Context: an optimization exercise on an open-source flow, tuned for small area and few clock cycles per item. The choices shown serve that exercise and are no tape-out recipe.
Power is estimated from default activity; no workload was simulated.

== job 2675 ==
==> flow/design.v <==
module cell_hist_accum #(
  parameter int IMAGE_WIDTH        = 64,
  parameter int IMAGE_HEIGHT       = 480,
  parameter int CELL_ROW_PIXELS    = 8,
  parameter int CELL_COLUMN_PIXELS = 8,
  parameter int BIN_WIDTH          = 14,
  parameter int BINS               = 9,
  parameter int MAG_WIDTH          = 8,
  parameter int HISTOGRAM_WIDTH    = BIN_WIDTH*(BINS+1)
) (
  input  logic                       clk,
  input  logic                       rst,
  input  logic                       in_valid,
  output logic                       in_ready,
  input  logic [3:0]                 bin_index,
  input  logic [MAG_WIDTH-1:0]       magnitude,
  output logic                       out_valid,
  input  logic                       out_ready,
  output logic [HISTOGRAM_WIDTH-1:0] cell_histogram,
  output logic                       out_last
);
  function automatic logic [13:0] radd(input logic [13:0] a, input logic [13:0] b);
    logic c;
    c = 1'b0;
    for (int i = 0; i < 14; i++) begin
      radd[i] = a[i] ^ b[i] ^ c;
      c = (a[i] & b[i]) | (a[i] & c) | (b[i] & c);
    end
  endfunction
  logic [5:0]  ph;         
  logic [2:0]  cx, px;     
  logic [2:0]  yl;         
  logic [5:0]  yr;         
  logic [7:0]  pending;    
  logic [2:0]  cap_col;    
  logic accept, acc_last;
  logic first_row, last_row, frame_end;
  assign first_row = (yl == 3'd0);
  assign last_row  = (yl == 3'd7);
  assign frame_end = last_row && (yr == 6'd59) && (cx == 3'd7);
  assign in_ready = (ph[5:3] == cx) && ((px != 3'd7) || (ph[2:0] == 3'd7)) &&
                    !((px == 3'd0) && first_row && pending[cx]);
  assign accept   = in_valid && in_ready && !rst;
  assign acc_last = accept && (px == 3'd7);
  always_ff @(posedge clk) begin
    if (rst) begin
      ph <= 6'd57;
      cx <= '0; px <= '0; yl <= '0; yr <= '0;
    end else begin
      ph <= ph + 6'd1;
      if (accept) begin
        px <= px + 3'd1;
        if (px == 3'd7) begin
          cx <= cx + 3'd1;
          if (cx == 3'd7) begin
            yl <= yl + 3'd1;
            if (yl == 3'd7) yr <= (yr == 6'd59) ? 6'd0 : yr + 6'd1;
          end
        end
      end
    end
  end
  logic [13:0] ra [64];
  logic        pv, dv;     
  logic [3:0]  pq, dq;     
  logic [7:0]  pm, dm;     
  logic [7:0]  hc, hd;
  logic [8:0]  m2, curm;
  logic        same;
  logic [8:0]  addend [8];
  always_ff @(posedge clk) begin
    pv <= accept && !bin_index[3];
    pq <= {1'b0, bin_index[2:0]} + {1'b0, ph[2:0]};
    pm <= magnitude;
    dv <= pv && pq[0];
    dq <= pq;
    dm <= pm;
  end
  assign m2   = 9'(radd({6'd0, pm}, {6'd0, dm}));
  assign same = pv && !pq[0] && dv && (pq == dq + 4'd1);
  assign curm = same ? m2 : {1'b0, pm};
  always_comb begin
    for (int i = 0; i < 8; i++) begin
      hc[i] = pv && !pq[0] && (pq[3:1] == 3'(i));
      hd[i] = dv && (dq[3:1] + 3'd1 == 3'(i));
      addend[i] = hc[i] ? curm : (hd[i] ? {1'b0, dm} : 9'd0);
    end
  end
  logic [5:0] gph;
  logic [2:0] gc;
  logic       clr;
  assign gph = ph + 6'd7;
  assign gc  = gph[5:3];
  assign clr = !pending[gc] && !((gc == cx) && (px != 3'd0)) &&
               ((gc < cx) ? last_row : first_row);
  logic [13:0] wsum [8];
  for (genvar i = 0; i < 8; i++) begin : g_add
    cell_hist_add u_add (.a(ra[2*i]), .b(addend[i]), .s(wsum[i]));
  end
  always_ff @(posedge clk) begin
    ra[0] <= clr ? 14'd0 : ra[63];
    for (int i = 0; i < 8; i++) begin
      ra[2*i+1] <= wsum[i];
      if (i < 7) ra[2*i+2] <= ra[2*i+1];
    end
    for (int s = 16; s < 64; s++)
      ra[s] <= ra[s-1];
  end
  logic [10:0] r8, r8_next;
  logic [1:0]  r8s [8];    
  logic        r8_mask;    
  logic        bcy;        
  logic [1:0]  rb [64];
  logic [2:0]  bsum;
  assign r8_next = 11'(radd({3'd0, (accept && px == 3'd0) ? 11'd0 : r8},
                            (accept && bin_index == 4'd8) ? {6'd0, magnitude} : 14'd0));
  always_ff @(posedge clk) begin
    r8 <= r8_next;
    if (acc_last) begin
      for (int k = 0; k < 5; k++) r8s[k] <= r8_next[2*k +: 2];
      r8s[5] <= {1'b0, r8_next[10]};
      r8s[6] <= 2'b00;
      r8s[7] <= {1'b0, frame_end};
    end else begin
      for (int k = 0; k < 7; k++) r8s[k] <= r8s[k+1];
      r8s[7] <= 2'b00;
    end
    if (ph[2:0] == 3'd7) r8_mask <= acc_last && first_row;
  end
  assign bsum = (r8_mask ? 3'd0 : {1'b0, rb[63]}) + {1'b0, r8s[0]} +
                {2'b00, bcy && (ph[2:0] != 3'd0)};
  always_ff @(posedge clk) begin
    bcy   <= bsum[2];
    rb[0] <= bsum[1:0];
    for (int s = 1; s < 64; s++) rb[s] <= rb[s-1];
  end
  logic [13:0] oa [8];
  logic [1:0]  ob [8];
  logic [13:0] tot;
  logic        o_fill;
  logic        start, shift;
  logic [2:0]  k;
  logic [13:0] bterm;
  assign k     = ph[2:0];
  assign start = (k == 3'd0) && pending[cap_col] && (ph[5:3] == cap_col + 3'd2) &&
                 (!out_valid || out_ready);
  assign shift = start || o_fill;
  assign bterm = 14'(rb[7]) << (2*k);
  always_ff @(posedge clk) begin
    if (rst) begin
      pending   <= '0;
      cap_col   <= '0;
      o_fill    <= 1'b0;
      out_valid <= 1'b0;
    end else begin
      if (acc_last && last_row) pending[cx] <= 1'b1;
      if (start) begin
        pending[cap_col] <= 1'b0;
        cap_col <= cap_col + 3'd1;
      end
      o_fill <= start || (o_fill && (k != 3'd7));
      if (o_fill && (k == 3'd7)) out_valid <= 1'b1;
      else if (out_ready)        out_valid <= 1'b0;
    end
  end
  always_ff @(posedge clk) begin
    if (shift) begin
      oa[0] <= ra[22];
      for (int i = 1; i < 8; i++) oa[i] <= oa[i-1];
      ob[7] <= rb[7];
      for (int i = 0; i < 7; i++) ob[i] <= ob[i+1];
      tot <= ((k == 3'd0) ? 14'd0 : tot) + ra[22] + bterm;
    end
  end
  always_comb begin
    for (int b = 0; b < 8; b++) cell_histogram[14*b +: 14] = oa[b];
    for (int i = 0; i < 7; i++) cell_histogram[112 + 2*i +: 2] = ob[i];
    cell_histogram[126 +: 14] = tot;
  end
  assign out_last = ob[7][0];
endmodule
module cell_hist_add (
  input  logic [13:0] a,
  input  logic [8:0]  b,
  output logic [13:0] s
);
  logic [14:0] c;
  always_comb begin
    c[0] = 1'b0;
    for (int i = 0; i < 14; i++) begin
      s[i]   = a[i] ^ (i < 9 ? b[i] : 1'b0) ^ c[i];
      c[i+1] = (a[i] & (i < 9 ? b[i] : 1'b0)) | (a[i] & c[i]) | ((i < 9 ? b[i] : 1'b0) & c[i]);
    end
  end
endmodule
Settings: LEC_CHECK=0, CAP_MARGIN=20, CORE_MARGIN=2, CORE_UTILIZATION=65, SLEW_MARGIN=20, SYNTH_HIERARCHICAL=1; clock period 6.0 ns.
standard.sh (not shown) runs the stock make flow with config.mk's settings and CLKGATE_MAP_FILE= SYNTH_SCRIPT=/design/flow/synth_recipe.tcl, a recipe that flattens the netlist after the stock synthesis.
==> flow/flow/run.sh <==
#!/bin/bash
# The standard layout (standard.sh, unchanged synthesis, floorplan, power grid and
# routing), with two changes: the port buffers are the smallest buffer cell, and
# clock tree synthesis inserts no dummy loads.
set -euo pipefail
export BUFFER_PORTS_ARGS="-buffer_cell sky130_fd_sc_hd__buf_1"
export CTS_ARGS="-sink_clustering_enable -repair_clock_nets -dont_use_dummy_load -buf_list sky130_fd_sc_hd__clkbuf_8 -sink_clustering_size 18 -sink_clustering_max_diameter 50"
bash standard.sh > standard.log 2>&1
Job 2675: flow completed, timing, DRC and antenna clean
Relative to job 2675, the following input files were edited for job 7375:
- CTS_BUF_LIST: unset -> sky130_fd_sc_hd__clkbuf_8
- CTS_CLUSTER_DIAMETER: unset -> 50
- CTS_CLUSTER_SIZE: unset -> 18
==> flow/run.sh (new file) <==
#!/bin/bash
# synth_recipe.tcl (not shown) runs the flow's synth.tcl, then flattens the netlist and writes it again
# the make line also repeats each setting of config.mk as NAME=value (left out here)
make -C /OpenROAD-flow-scripts/flow DESIGN_CONFIG=/design/flow/config.mk WORK_HOME=/design/flow/orfs CLKGATE_MAP_FILE= SYNTH_SCRIPT=/design/flow/synth_recipe.tcl finish
removed: flow/flow/run.sh
removed: flow/standard.sh
--- outcome ---
Worst vdd rail ir drop on job 7375 is behind job 2675. The worst hold-check slack in job 7375 was higher than what job 2675 gave. Number of clock buffers inserted by TritonCTS: job 7375 vs job 2675 up 2.3%. Diff job 2675 -> job 7375: total power went up by 730 µW; ratio of final minimum period to clock period now sits lower. Diff job 2675 -> job 7375 | met1 demand-to-capacity share in global routing | decrease of 0.48 points.
Function was not checked in any run of this note: the RTL went through the layout flow alone.

## static timing again, ports no longer ideal
The flow's constraints put no driver on any port. The routed layouts listed below were extracted and timed again, unchanged, in two steps.
Step 1, drivers: a clkbuf_16 drives clk and a buf_2 each remaining input, both assumed.
Step 2 moves the port delays by t, midway between the first and last clock arrival at a register: inputs arrive t later, outputs are due t later. That takes back most of the time a late clock gives input paths.
Slacks: no drivers / after step 1 / after step 2; pairs: no drivers / after step 1.
run	t (ns)	setup slack, ns	latest minus earliest clock arrival (ns)	worst data-port slew with drivers (ns)
job 2675	0.705	0.103 / 0.103 / 0.103	0.066 / 0.066	0.09
job 7375	0.737	0.170 / 0.170 / 0.170	0.036 / 0.036	0.04
After both steps every run listed still meets setup and hold.
